What follows belongs to an exercise in optimizing a design on an open flow for a short achievable clock period and few clock cycles; a production flow would make more cautious choices.
The RTL was checked by simulation tests, not by an equivalence proof against the original design.
Power and IR drop assume default switching activity.

## sprite_sequencer
module sprite_sequencer #(
    parameter int MAX_SPRITES  = 16,
    parameter int NUM_FRAMES   = 512,
    parameter int WIDTH        = 1280,
    parameter int HEIGHT       = 720,
    parameter int ANIM_DIV     = 6,
    parameter int MAX_ANIM_LEN = 8,
    localparam int IW = $clog2(MAX_SPRITES),
    localparam int FW = $clog2(NUM_FRAMES),
    localparam int XW = $clog2(WIDTH),
    localparam int YW = $clog2(HEIGHT),
    localparam int LW = $clog2(MAX_ANIM_LEN + 1)
) (
    input  logic          clk_pixel,
    input  logic          sys_rst,
    input  logic          new_frame,
    input  logic          wr_en,
    input  logic [IW-1:0] wr_index,
    input  logic          wr_active,
    input  logic [XW-1:0] wr_x,
    input  logic [YW-1:0] wr_y,
    input  logic [FW-1:0] wr_base_frame,
    input  logic [LW-1:0] wr_anim_len,
    input  logic          sprite_ready,
    output logic          sprite_valid,
    output logic [XW-1:0] sprite_x,
    output logic [YW-1:0] sprite_y,
    output logic [FW-1:0] sprite_frame_number,
    output logic [IW-1:0] sprite_index,
    output logic          busy,
    output logic          list_done,
    output logic          overrun
);
make LEC_CHECK=0 ABC_CLOCK_PERIOD_IN_PS=2000 CAP_MARGIN=20 CORE_MARGIN=2 CORE_UTILIZATION=50 CTS_CLUSTER_DIAMETER=100 CTS_CLUSTER_SIZE=30 GPL_ROUTABILITY_DRIVEN=0 PLACE_DENSITY=0.75 SETUP_SLACK_MARGIN=3.6 SLEW_MARGIN=20 TNS_END_PERCENT=100 finish   # period 6.0 ns
run.sh (not shown) runs the stock make flow with config.mk's settings and CLKGATE_MAP_FILE= SYNTH_SCRIPT=/design/flow/synth_recipe.tcl, a recipe that flattens the netlist after the stock synthesis.
The first run finished clean.
Testbench counts at the start, summed over its fixed seeds: cycles 50,115.
Edit:
Settings changed: CTS_CLUSTER_DIAMETER 100 to 80, CTS_CLUSTER_SIZE 30 to 24, GPL_ROUTABILITY_DRIVEN 0 to unset, PLACE_DENSITY 0.75 to unset, SETUP_SLACK_MARGIN 3.6 to 3.9.
=> Die area does not change; worst setup slack is worse by 55 ps; core utilization climbs by 4.1 points; sequential power came out higher slightly; wire length went up by a few percent; final cell count increases by a few percent; worst hold slack got worse by 12 ps; clock skew is about the same; register-to-register slack gets worse by 60 ps; synthesized cell count is unchanged.
Edit:
Settings changed: CORE_UTILIZATION 50 to 58, CTS_CLUSTER_DIAMETER 80 to 100, CTS_CLUSTER_SIZE 24 to 30, SETUP_SLACK_MARGIN 3.9 to 3.6.
Result: Utilization rose by 5.5 points; global-route usage went up by 2.6 points; die area drops by roughly a tenth.
Edit:
Settings changed: CORE_UTILIZATION 58 to 50.
=> Combinational power went up by about 0.9%; synthesized cell count is unchanged; cell area went down by 0.35%.

========
Setup of green:
sprite_sequencer, a different RTL version from the one above (not shown whole).
Size: roughly 2900 cells after synthesis, about 840 flip-flops, roughly 37000 um^2 of cells after synthesis.
Settings: LEC_CHECK=0, ABC_CLOCK_PERIOD_IN_PS=2000, CAP_MARGIN=20, CORE_MARGIN=2, CORE_UTILIZATION=50, CTS_CLUSTER_DIAMETER=100, CTS_CLUSTER_SIZE=30, SETUP_SLACK_MARGIN=3.6, SLEW_MARGIN=20, TNS_END_PERCENT=100; clock period 6.0 ns.
green has completed all stages; timing, DRC and antenna checks passed.
Testbench counts of green, summed over its fixed seeds: cycles 50,115.
Changes in purple relative to green:
Settings: a change of SETUP_SLACK_MARGIN from 3.6 to 4.0; a change of CTS_CLUSTER_SIZE from 30 to 24; a change of CORE_UTILIZATION from 50 to 45; a change of ABC_CLOCK_PERIOD_IN_PS from 2000 to 1500; a change of CTS_CLUSTER_DIAMETER from 100 to 80.
### Flow results
- On worst setup slack before clock tree synthesis: purple sits below green.
- Summary of purple over green: clock-buffer cell count picked up an extra 16%, placed cell count picked up an extra 108.

========
Setup of the reference run:
The RTL this note starts from:
==> flow/design.v <==
module sprite_sequencer #(
    parameter int MAX_SPRITES  = 16,
    parameter int NUM_FRAMES   = 512,
    parameter int WIDTH        = 1280,
    parameter int HEIGHT       = 720,
    parameter int ANIM_DIV     = 6,
    parameter int MAX_ANIM_LEN = 8,
    localparam int IW = $clog2(MAX_SPRITES),
    localparam int FW = $clog2(NUM_FRAMES),
    localparam int XW = $clog2(WIDTH),
    localparam int YW = $clog2(HEIGHT),
    localparam int LW = $clog2(MAX_ANIM_LEN + 1)
) (
    input  logic          clk_pixel,
    input  logic          sys_rst,
    input  logic          new_frame,
    input  logic          wr_en,
    input  logic [IW-1:0] wr_index,
    input  logic          wr_active,
    input  logic [XW-1:0] wr_x,
    input  logic [YW-1:0] wr_y,
    input  logic [FW-1:0] wr_base_frame,
    input  logic [LW-1:0] wr_anim_len,
    input  logic          sprite_ready,
    output logic          sprite_valid,
    output logic [XW-1:0] sprite_x,
    output logic [YW-1:0] sprite_y,
    output logic [FW-1:0] sprite_frame_number,
    output logic [IW-1:0] sprite_index,
    output logic          busy,
    output logic          list_done,
    output logic          overrun
);
    localparam int N  = MAX_SPRITES;
    localparam int DW = (ANIM_DIV > 1) ? $clog2(ANIM_DIV) : 1;
    logic          busy_reg;
    logic [DW-1:0] div_reg;
    logic          step_reg;
    logic          overrun_reg;
    logic          list_done_reg;
    logic          valid_reg;
    logic [XW-1:0] x_reg;
    logic [YW-1:0] y_reg;
    logic [FW-1:0] frame_reg;
    logic [IW-1:0] index_reg;
    logic [N-1:0]  mask_reg;
    logic [N-1:0]  act_vec;
    logic [N-1:0]  act_next;
    logic [XW-1:0] x_arr     [N];
    logic [YW-1:0] y_arr     [N];
    logic [FW-1:0] frame_arr [N];
    logic          start, start_w, out_free, take, mask_any, any2, scan_end, step_now;
    logic [N-1:0]  low, low2, mask2, pick, wr_dec, late_adv_reg;
    logic [N-1:0]  below, below2;
    logic          w_le_a, w_is_a, first_w, use_b;
    always_comb begin
        below[0]  = 1'b0;
        below2[0] = 1'b0;
        for (int i = 1; i < N; i++) begin
            below[i]  = below[i-1]  | mask_reg[i-1];
            below2[i] = below2[i-1] | mask2[i-1];
        end
    end
    assign low      = mask_reg & ~below;
    assign mask2    = mask_reg & ~low;
    assign low2     = mask2 & ~below2;
    assign mask_any = |mask_reg;
    assign any2     = |mask2;
    assign start    = !busy_reg && new_frame;
    assign start_w  = start && wr_en;
    assign out_free = !valid_reg || sprite_ready;
    assign take     = (busy_reg && out_free) || (start && !wr_en);
    assign scan_end = busy_reg && out_free && !mask_any;
    assign step_now = busy_reg ? step_reg : (div_reg == DW'(ANIM_DIV - 1));
    assign w_le_a  = !below[wr_index];
    assign w_is_a  = low[wr_index];
    assign first_w = start_w && wr_active && w_le_a;
    assign use_b   = start_w && !wr_active && w_is_a;
    assign pick    = use_b ? low2 : ((take || (start_w && !first_w)) ? low : '0);
    genvar gi;
    generate
        for (gi = 0; gi < N; gi++) begin : g_entry
            logic          active_reg;
            logic [XW-1:0] x_e_reg;
            logic [YW-1:0] y_e_reg;
            logic [FW-1:0] base_reg;
            logic [FW-1:0] frame_e_reg;
            logic [LW-1:0] len_reg;
            logic [LW-1:0] phase_reg;
            logic          wr_hit;
            logic          adv_hit;
            logic          wrap;
            logic [LW-1:0] phase_inc;
            assign wr_dec[gi] = (wr_index == IW'(gi));
            assign wr_hit    = wr_en && wr_dec[gi];
            assign adv_hit   = (pick[gi] && step_now) || late_adv_reg[gi];
            assign phase_inc = phase_reg + LW'(1);
            assign wrap      = (phase_inc >= ((len_reg == '0) ? LW'(1) : len_reg));
            always_ff @(posedge clk_pixel or posedge sys_rst) begin
                if (sys_rst) begin
                    active_reg <= 1'b0;
                end else if (wr_hit) begin
                    active_reg <= wr_active;
                end
            end
            always_ff @(posedge clk_pixel) begin
                if (wr_hit) begin
                    x_e_reg     <= wr_x;
                    y_e_reg     <= wr_y;
                    base_reg    <= wr_base_frame;
                    frame_e_reg <= wr_base_frame;
                    len_reg     <= wr_anim_len;
                    phase_reg   <= '0;
                end else if (adv_hit) begin
                    phase_reg   <= wrap ? '0 : phase_inc;
                    frame_e_reg <= wrap ? base_reg : frame_e_reg + FW'(1);
                end
            end
            assign act_vec[gi]   = active_reg;
            assign act_next[gi]  = wr_hit ? wr_active : active_reg;
            assign x_arr[gi]     = x_e_reg;
            assign y_arr[gi]     = y_e_reg;
            assign frame_arr[gi] = frame_e_reg;
        end
    endgenerate
    logic [XW-1:0] x_sel;
    logic [YW-1:0] y_sel;
    logic [FW-1:0] frame_sel;
    logic [IW-1:0] index_sel;
    logic [XW-1:0] x_sel2;
    logic [YW-1:0] y_sel2;
    logic [FW-1:0] frame_sel2;
    logic [IW-1:0] index_sel2;
    always_comb begin
        x_sel      = '0;
        y_sel      = '0;
        frame_sel  = '0;
        index_sel  = '0;
        x_sel2     = '0;
        y_sel2     = '0;
        frame_sel2 = '0;
        index_sel2 = '0;
        for (int i = 0; i < N; i++) begin
            x_sel      = x_sel      | (x_arr[i]     & {XW{low[i]}});
            y_sel      = y_sel      | (y_arr[i]     & {YW{low[i]}});
            frame_sel  = frame_sel  | (frame_arr[i] & {FW{low[i]}});
            index_sel  = index_sel  | (IW'(i)       & {IW{low[i]}});
            x_sel2     = x_sel2     | (x_arr[i]     & {XW{low2[i]}});
            y_sel2     = y_sel2     | (y_arr[i]     & {YW{low2[i]}});
            frame_sel2 = frame_sel2 | (frame_arr[i] & {FW{low2[i]}});
            index_sel2 = index_sel2 | (IW'(i)       & {IW{low2[i]}});
        end
    end
    always_ff @(posedge clk_pixel or posedge sys_rst) begin
        if (sys_rst) begin
            busy_reg      <= 1'b0;
            div_reg       <= '0;
            step_reg      <= 1'b0;
            overrun_reg   <= 1'b0;
            list_done_reg <= 1'b0;
            mask_reg      <= '0;
            valid_reg     <= 1'b0;
            late_adv_reg  <= '0;
        end else begin
            late_adv_reg  <= (first_w && step_now) ? wr_dec : '0;
            list_done_reg <= scan_end;
            if (busy_reg && new_frame) begin
                overrun_reg <= 1'b1;
            end
            if (start) begin
                busy_reg <= 1'b1;
                if (div_reg == DW'(ANIM_DIV - 1)) begin
                    div_reg  <= '0;
                    step_reg <= 1'b1;
                end else begin
                    div_reg  <= div_reg + DW'(1);
                    step_reg <= 1'b0;
                end
            end else if (scan_end) begin
                busy_reg <= 1'b0;
            end
            if (start_w) begin
                if (first_w) begin
                    mask_reg  <= mask_reg & ~wr_dec;
                    valid_reg <= 1'b1;
                end else if (use_b) begin
                    mask_reg  <= mask2 & ~low2;
                    valid_reg <= any2;
                end else begin
                    mask_reg  <= act_next & ~low;
                    valid_reg <= mask_any;
                end
            end else if (take && mask_any) begin
                mask_reg  <= mask2;
                valid_reg <= 1'b1;
            end else begin
                if (!busy_reg || scan_end) begin
                    mask_reg <= act_next;
                end
                if (take) begin
                    valid_reg <= 1'b0;
                end
            end
        end
    end
    always_ff @(posedge clk_pixel) begin
        if (first_w) begin
            x_reg     <= wr_x;
            y_reg     <= wr_y;
            frame_reg <= wr_base_frame;
            index_reg <= wr_index;
        end else if (use_b) begin
            x_reg     <= x_sel2;
            y_reg     <= y_sel2;
            frame_reg <= frame_sel2;
            index_reg <= index_sel2;
        end else if (take || start_w) begin
            x_reg     <= x_sel;
            y_reg     <= y_sel;
            frame_reg <= frame_sel;
            index_reg <= index_sel;
        end
    end
    assign sprite_valid        = valid_reg;
    assign sprite_x            = x_reg;
    assign sprite_y            = y_reg;
    assign sprite_frame_number = frame_reg;
    assign sprite_index        = index_reg;
    assign busy                = busy_reg;
    assign list_done           = list_done_reg;
    assign overrun             = overrun_reg;
endmodule
Settings: LEC_CHECK=0, ABC_CLOCK_PERIOD_IN_PS=2000, CAP_MARGIN=20, CORE_MARGIN=2, CORE_UTILIZATION=30, SETUP_SLACK_MARGIN=3.8, SLEW_MARGIN=20, TNS_END_PERCENT=100; clock period 6.0 ns.
Testbench counts of the reference run, summed over its fixed seeds: cycles 49,938.
The inputs of the trial run differ from those of the reference run as listed below.
- changing SETUP_SLACK_MARGIN from 3.8 to 3.2
- removing ABC_CLOCK_PERIOD_IN_PS (formerly 2000)
- removing TNS_END_PERCENT (formerly 100)
Results
Having completed the whole flow, the trial run delivered a layout that passed the timing, design-rule and antenna checks. Diff the reference run -> the trial run | final-layout worst hold slack | increase of 0.0073 ns. Sort the reference run and the trial run by layout-stage area growth over the synthesis result, ascending, and the trial run comes first. The trial run: combinational share of power 3.3 points below the reference run. The trial run vs the reference run, maximum fanout encountered on the critical timing path went up by 3. Sort the reference run and the trial run by share of final layout cell area taken by non-clock buffers, ascending, and the trial run comes first. | leakage power | the trial run vs the reference run | better |. The initial antenna violation count of the trial run falls short of that of the reference run by 1.

==> afterwards: timing with drivers on the ports <==
The results above use ideal ports. As a check the final layouts listed here were re-extracted and re-timed, cells and wires unchanged. Step 1, drivers: a clkbuf_16 drives clk_pixel and a buf_2 each remaining input, both assumed. Step 2 adds t to the input delays and takes it off the output delays; t is the mean of the earliest and latest rising clock arrival at the registers after step 1. Input paths then give back, and output paths get back, about the clock's delay inside the block. Three values: ideal, step 1, step 2; two values: the first two.
run	shift t [ns]	slack for setup (ns)	worst setup path after step 2	latest minus earliest clock arrival (ns)
the first run of note 1	0.667	3.405 / 3.405 / 2.906	input to register	0.053 / 0.053
the second run of note 1	0.705	3.350 / 3.350 / 2.890	input to register	0.042 / 0.042
the third run of note 1	0.677	3.487 / 3.435 / 2.949	input to register	0.036 / 0.036
the fourth run of note 1	0.671	3.544 / 3.475 / 2.892	input to register	0.033 / 0.032
green	0.663	3.390 / 3.390 / 2.791	input to register	0.028 / 0.028
purple	0.683	3.386 / 3.386 / 2.805	input to register	0.044 / 0.044
the reference run	0.758	2.561 / 2.549 / 1.791	input to register	0.026 / 0.026
the trial run	0.729	2.568 / 2.575 / 1.872	input to register	0.030 / 0.030
After both steps setup and hold are still met in every run listed. The setup slack of the reference run, which loses most, moves by -0.012 ns with the drivers and by -0.770 ns with both steps.
